What follows belongs to an exercise in optimizing a design on an open flow for small area, a short achievable clock period and few clock cycles; a production flow would make more cautious choices. RTL that was checked went through simulation tests only; none was proved equivalent to the original. Power and IR drop assume default switching activity.

// crc_codeword_packer_unit
module crc_codeword_packer_unit (
   input  logic        clock,
   input  logic        reset,
   input  logic        req_valid,
   output logic        req_ready,
   input  logic [7:0]  req_data_byte,
   output logic        rsp_valid,
   input  logic        rsp_ready,
   output logic [7:0]  rsp_out_byte,
   output logic        rsp_is_header,
   output logic        rsp_last_of_run,
   input  logic        csr_write_en,
   input  logic [1:0]  csr_index,
   input  logic [31:0] csr_wdata
);
Settings: LEC_CHECK=0, ABC_CLOCK_PERIOD_IN_PS=3000, CAP_MARGIN=20, CORE_MARGIN=2, CORE_UTILIZATION=70, CTS_BUF_LIST=sky130_fd_sc_hd__clkbuf_8, CTS_CLUSTER_SIZE=30, SLEW_MARGIN=20; clock period 16.0 ns.
standard.sh (not shown) runs the stock make flow with config.mk's settings and CLKGATE_MAP_FILE= SYNTH_SCRIPT=/design/flow/synth_recipe.tcl, a recipe that flattens the netlist after the stock synthesis.
==> flow/flow/run.sh <==
#!/bin/bash
# Standard layout, with the timing repair steps aiming for setup slack well
# above zero at the design's clock period, plain buffers on the ports, and
# clock tree synthesis without dummy loads.
set -euo pipefail
bash standard.sh SETUP_SLACK_MARGIN=11.8 \
  "BUFFER_PORTS_ARGS=-buffer_cell sky130_fd_sc_hd__buf_4" \
  "CTS_ARGS=-sink_clustering_enable -repair_clock_nets -sink_clustering_size 30 -buf_list sky130_fd_sc_hd__clkbuf_8 -dont_use_dummy_load" \
  finish > standard_make.log 2>&1
The baseline passed the timing, DRC and antenna checks.
Next try:
--- a/flow/design.v
+++ b/flow/design.v
@@ -43,37 +43,35 @@
    input  logic        csr_write_en,
    input  logic [1:0]  csr_index,
    input  logic [31:0] csr_wdata
 );
    logic rst_ff;
    always_ff @(posedge clock) rst_ff <= reset;
    logic        isb;
    logic [15:0] poly;
-   logic [4:0]  r;              
-   logic [4:0]  r_w;
+   logic [4:0]  glen;
    logic [31:0] mreg;
-   always_comb begin
-      if (csr_wdata[4:0] == 5'd0)      r_w = 5'd0;
-      else if (csr_wdata[4:0] > 5'd17) r_w = 5'd16;
-      else                             r_w = csr_wdata[4:0] - 5'd1;
-   end
    always_ff @(posedge clock) begin
       if (csr_write_en && csr_index == 2'd0)      isb <= csr_wdata[0];
       else if (rst_ff)                             isb <= 1'b1;
       if (csr_write_en && csr_index == 2'd1)      poly <= csr_wdata[15:0];
       else if (rst_ff)                             poly <= 16'd13;
-      if (csr_write_en && csr_index == 2'd2)      r <= r_w;
-      else if (rst_ff)                             r <= 5'd3;
+      if (csr_write_en && csr_index == 2'd2)      glen <= csr_wdata[4:0];
+      else if (rst_ff)                             glen <= 5'd4;
       if (csr_write_en && csr_index == 2'd3)      mreg <= csr_wdata;
       else if (rst_ff)                             mreg <= 32'd1;
    end
+   logic [4:0]  r_c;
    logic [15:0] pal_c;
    always_comb begin
-      pal_c = (r == 5'd0) ? 16'd0 : (poly << (5'd16 - r));
+      if (glen == 5'd0)       r_c = 5'd0;
+      else if (glen > 5'd17)  r_c = 5'd16;
+      else                    r_c = glen - 5'd1;
+      pal_c = (r_c == 5'd0) ? 16'd0 : (poly << (5'd16 - r_c));
    end
    logic [7:0] cc;
    logic [7:0] qa;    
    logic [7:0] qn;
    always_comb begin
       cc = {pal_c[9], pal_c[10], pal_c[11], pal_c[12], pal_c[13], pal_c[14], pal_c[15], 1'b1};
       qa[0] = 1'b1;
       qa[1] = cc[1];
@@ -88,19 +86,21 @@
       qn[2] = qa[2];
       qn[3] = qa[3];
       qn[4] = qa[4] ^ cc[1];
       qn[5] = qa[5] ^ (qa[1] & cc[1]);
       qn[6] = qa[6] ^ (qa[2] & cc[1]);
       qn[7] = qa[7] ^ (qa[3] & cc[1]);
    end
    logic [15:0] pal;
+   logic [4:0]  r;
    logic [7:1]  qc;
    always_ff @(posedge clock) begin
       pal <= pal_c;
+      r   <= r_c;
       qc  <= qn[7:1];
    end
    logic       rdy_ff;
    logic       acc_ff;
    logic       hv, tv;
    logic [7:0] hb, tb;
    logic       hhd;           
    logic       hph;           
@@ -124,17 +124,17 @@
          te[l] = '0;
          for (int i = 0; i < (32 >> l); i++) begin
             tg[l][i] = tg[l-1][2*i+1] | (te[l-1][2*i+1] & tg[l-1][2*i]);
             te[l][i] = te[l-1][2*i+1] & te[l-1][2*i];
          end
       end
       ge_raw  = tg[5][0] | te[5][0];
       eom_new = cclr ? (mreg[31:1] == 31'd0) : ge_raw;
-      n1_p1   = {n1[31:1] & {31{~cclr}}, n1[0] | cclr} + {31'd0, acc_ff};
+      n1_p1   = n1 + 32'd1;
    end
    wire h_fresh = acc_ff & ~tv;
    wire t_fresh = acc_ff & tv;
    wire h_st    = h_fresh ? ~mopen  : hst;
    wire t_st    = t_fresh ? ~mopen  : tst;
    wire h_nhdr  = h_st & ~hhd;
    logic [7:0]  hb_src;
    logic [7:0]  fb_src;
@@ -296,18 +296,18 @@
       if (rst_ff) begin
          acc_ff <= 1'b0;
          hv     <= 1'b0;
          tv     <= 1'b0;
          cclr   <= 1'b1;
          mopen  <= 1'b0;
       end else begin
          acc_ff <= accept;
-         n1 <= n1_p1;
          if (acc_ff) begin
+            n1    <= cclr ? 32'd2 : n1_p1;
             cclr  <= eom_new;
             mopen <= ~eom_new;
          end
          tv <= tv_n;
          hv <= hv_n;
       end
       if (u) begin
          hfb <= fb_src;
The new run ran to the end with no violations.
Register-to-register slack is about the same.
Setup slack gains 0.027 ns.
Via count fell slightly.
Critical path depth fell by 7.
Combinational power rose by a few percent.
Hold slack gains 0.0032 ns.
Cell count stays flat.
Clock skew rose by 0.0059 ns.
Sequential share of layout area rose by 0.82 points.
Clock power hardly moves.
Total power rose slightly.
Clock-buffer cell count stays the same.
Die area fell slightly.
Wire length fell by a few percent.
Testbench counts after the change, summed over its fixed seeds: cycles 14,147.
The RTL of the first run of this note was laid out without a check of its function.

========
the reference run:
crc_codeword_packer_unit with an RTL version that a note above also has.
Size in the first run: about 59 I/O pins.
==> flow/design.v (excerpt) <==
module crc_codeword_packer_unit (
   input  logic        clock,
   input  logic        reset,
   input  logic        req_valid,
   output logic        req_ready,
   input  logic [7:0]  req_data_byte,
   output logic        rsp_valid,
   input  logic        rsp_ready,
   output logic [7:0]  rsp_out_byte,
   output logic        rsp_is_header,
   output logic        rsp_last_of_run,
   input  logic        csr_write_en,
   input  logic [1:0]  csr_index,
   input  logic [31:0] csr_wdata
);
   logic rst_ff;
   always_ff @(posedge clock) rst_ff <= reset;
   logic        isb;
   logic [15:0] poly;
   logic [4:0]  glen;
   logic [31:0] mreg;
   always_ff @(posedge clock) begin
      if (csr_write_en && csr_index == 2'd0)      isb <= csr_wdata[0];
      else if (rst_ff)                             isb <= 1'b1;
      if (csr_write_en && csr_index == 2'd1)      poly <= csr_wdata[15:0];
      else if (rst_ff)                             poly <= 16'd13;
      if (csr_write_en && csr_index == 2'd2)      glen <= csr_wdata[4:0];
      else if (rst_ff)                             glen <= 5'd4;
      if (csr_write_en && csr_index == 2'd3)      mreg <= csr_wdata;
      else if (rst_ff)                             mreg <= 32'd1;
   end
   logic [4:0]  r_c;
   logic [15:0] pal_c;
   always_comb begin
      if (glen == 5'd0)       r_c = 5'd0;
      else if (glen > 5'd17)  r_c = 5'd16;
      else                    r_c = glen - 5'd1;
      pal_c = (r_c == 5'd0) ? 16'd0 : (poly << (5'd16 - r_c));
   end
   logic [7:0] cc;
   logic [7:0] qa;    
   logic [7:0] qn;
   always_comb begin
      cc = {pal_c[9], pal_c[10], pal_c[11], pal_c[12], pal_c[13], pal_c[14], pal_c[15], 1'b1};
      qa[0] = 1'b1;
      qa[1] = cc[1];
      qa[2] = cc[2] ^ cc[1];
      qa[3] = cc[3] ^ (cc[1] & cc[1]);
  ...
clock: 16.0 ns
lec_check: 0
abc_clock_period_in_ps: 3000
cap_margin: 20
core_margin: 2
core_utilization: 70
cts_buf_list: sky130_fd_sc_hd__clkbuf_8
cts_cluster_size: 30
slew_margin: 20
==> flow/flow/run.sh <==
#!/bin/bash
# Standard layout, with the timing repair steps aiming for setup slack well
# above zero at the design's clock period, and clock tree synthesis without
# dummy loads.
set -euo pipefail
bash standard.sh SETUP_SLACK_MARGIN=11.5 \
  "CTS_ARGS=-sink_clustering_enable -repair_clock_nets -sink_clustering_size 30 -buf_list sky130_fd_sc_hd__clkbuf_8 -dont_use_dummy_load" \
  finish > standard_make.log 2>&1
Testbench counts of the reference run, summed over its fixed seeds: cycles 14,147.
Relative to the reference run, the following input files were edited for the trial run:
--- a/flow/design.v
+++ b/flow/design.v
@@ -98,46 +98,30 @@
       r   <= r_c;
       qc  <= qn[7:1];
    end
    logic       rdy_ff;
    logic       acc_ff;
    logic       hv, tv;
    logic [7:0] hb, tb;
    logic       hhd;           
    logic       hph;           
    logic       hst, tst;      
-   logic [31:0] n1;
+   logic [31:0] cnt;
    logic        cclr;          
    logic        mopen;
    assign req_ready = rdy_ff;
-   logic [31:0] n1_p1;
-   logic        ge_raw;
+   logic [31:0] cnt_e;
+   logic [32:0] cnt_p1;
    logic        eom_new;
-   logic [31:0] tg [6];
-   logic [31:0] te [6];
-   always_comb begin
-      for (int i = 0; i < 32; i++) begin
-         tg[0][i] = n1[i] & ~mreg[i];
-         te[0][i] = ~(n1[i] ^ mreg[i]);
-      end
-      for (int l = 1; l < 6; l++) begin
-         tg[l] = '0;
-         te[l] = '0;
-         for (int i = 0; i < (32 >> l); i++) begin
-            tg[l][i] = tg[l-1][2*i+1] | (te[l-1][2*i+1] & tg[l-1][2*i]);
-            te[l][i] = te[l-1][2*i+1] & te[l-1][2*i];
-         end
-      end
-      ge_raw  = tg[5][0] | te[5][0];
-      eom_new = cclr ? (mreg[31:1] == 31'd0) : ge_raw;
-      n1_p1   = n1 + 32'd1;
-   end
+   assign cnt_e   = cclr ? 32'd0 : cnt;
+   assign cnt_p1  = {1'b0, cnt_e} + {32'd0, acc_ff};
+   assign eom_new = cnt_p1 >= {1'b0, mreg};
    wire h_fresh = acc_ff & ~tv;
    wire t_fresh = acc_ff & tv;
    wire h_st    = h_fresh ? ~mopen  : hst;
    wire t_st    = t_fresh ? ~mopen  : tst;
    wire h_nhdr  = h_st & ~hhd;
    logic [7:0]  hb_src;
    logic [7:0]  fb_src;
    logic [7:0]  hfb;
    logic [15:0] rem_hi;
    logic [15:0] rem_fin;
@@ -294,22 +278,22 @@
    end
    always_ff @(posedge clock) begin
       if (rst_ff) begin
          acc_ff <= 1'b0;
          hv     <= 1'b0;
          tv     <= 1'b0;
          cclr   <= 1'b1;
          mopen  <= 1'b0;
       end else begin
          acc_ff <= accept;
+         cnt <= cnt_p1[31:0];
          if (acc_ff) begin
-            n1    <= cclr ? 32'd2 : n1_p1;
             cclr  <= eom_new;
             mopen <= ~eom_new;
          end
          tv <= tv_n;
          hv <= hv_n;
       end
       if (u) begin
          hfb <= fb_src;
          if (tv) begin
             hb   <= tb;
Notes after the runs:
Of the reference run and the trial run, the reference run shows the lower clock-pin slew reported for the worst setup and hold paths after clock tree synthesis, with the trial run above it.
Reported combinational group power in the trial run is 33% above the reference run.
Cmp the reference run and the trial run / hold slack / higher: the trial run
Compared with the reference run, the trial run shows a higher inverter count.
Die area (the trial run over the reference run): increase, 87 µm²
Compared with the reference run, the trial run shows a higher total number of vias.
The trial run against the reference run: area added between synthesis and finish went up, maximum vdd ir drop went up by 0.016 mV, combinational cell fraction of total power increased by 5.9 points relative to the old numbers.
First-pass GRT wire length: lower on the reference run
Testbench counts of the trial run, summed over its fixed seeds: cycles 14,147.

## afterwards: timing with drivers on the ports
The flow's constraints put no driver on any port. The routed layouts listed below were extracted and timed again, unchanged, in two steps.
Step 1 (the two cells are an assumption about what drives the block):
set clk [get_ports {clock}]
set_driving_cell -lib_cell sky130_fd_sc_hd__clkbuf_16 $clk
set_driving_cell -lib_cell sky130_fd_sc_hd__buf_2 [delete_from_list [all_inputs] $clk]
Step 2 adds t to the input delays and takes it off the output delays; t is the mean of the earliest and latest rising clock arrival at the registers after step 1. Input paths then give back, and output paths get back, about the clock's delay inside the block.
Three values: ideal ports, drivers, drivers and shift; two values: the first two.
| run | t (ns) | setup WS [ns] | worst setup path at the end | latest minus earliest clock arrival (ns) | worst slew at a driven data input, ns |
|---|---|---|---|---|---|
| the first run of note 1 | 0.498 | 11.813 / 11.801 / 11.319 | input to register | 0.039 / 0.039 | 0.07 |
| the second run of note 1 | 0.502 | 11.840 / 11.796 / 11.371 | input to register | 0.045 / 0.045 | 0.05 |
| the reference run | 0.494 | 11.559 / 11.581 / 11.087 | input to register | 0.052 / 0.051 | 0.04 |
| the trial run | 0.488 | 11.532 / 11.550 / 11.062 | input to register | 0.046 / 0.046 | 0.04 |
After both steps setup and hold are still met in every run listed. For the first run of note 1, which loses most, drivers alone change the setup slack by -0.012 ns; drivers and shift together by -0.494 ns.
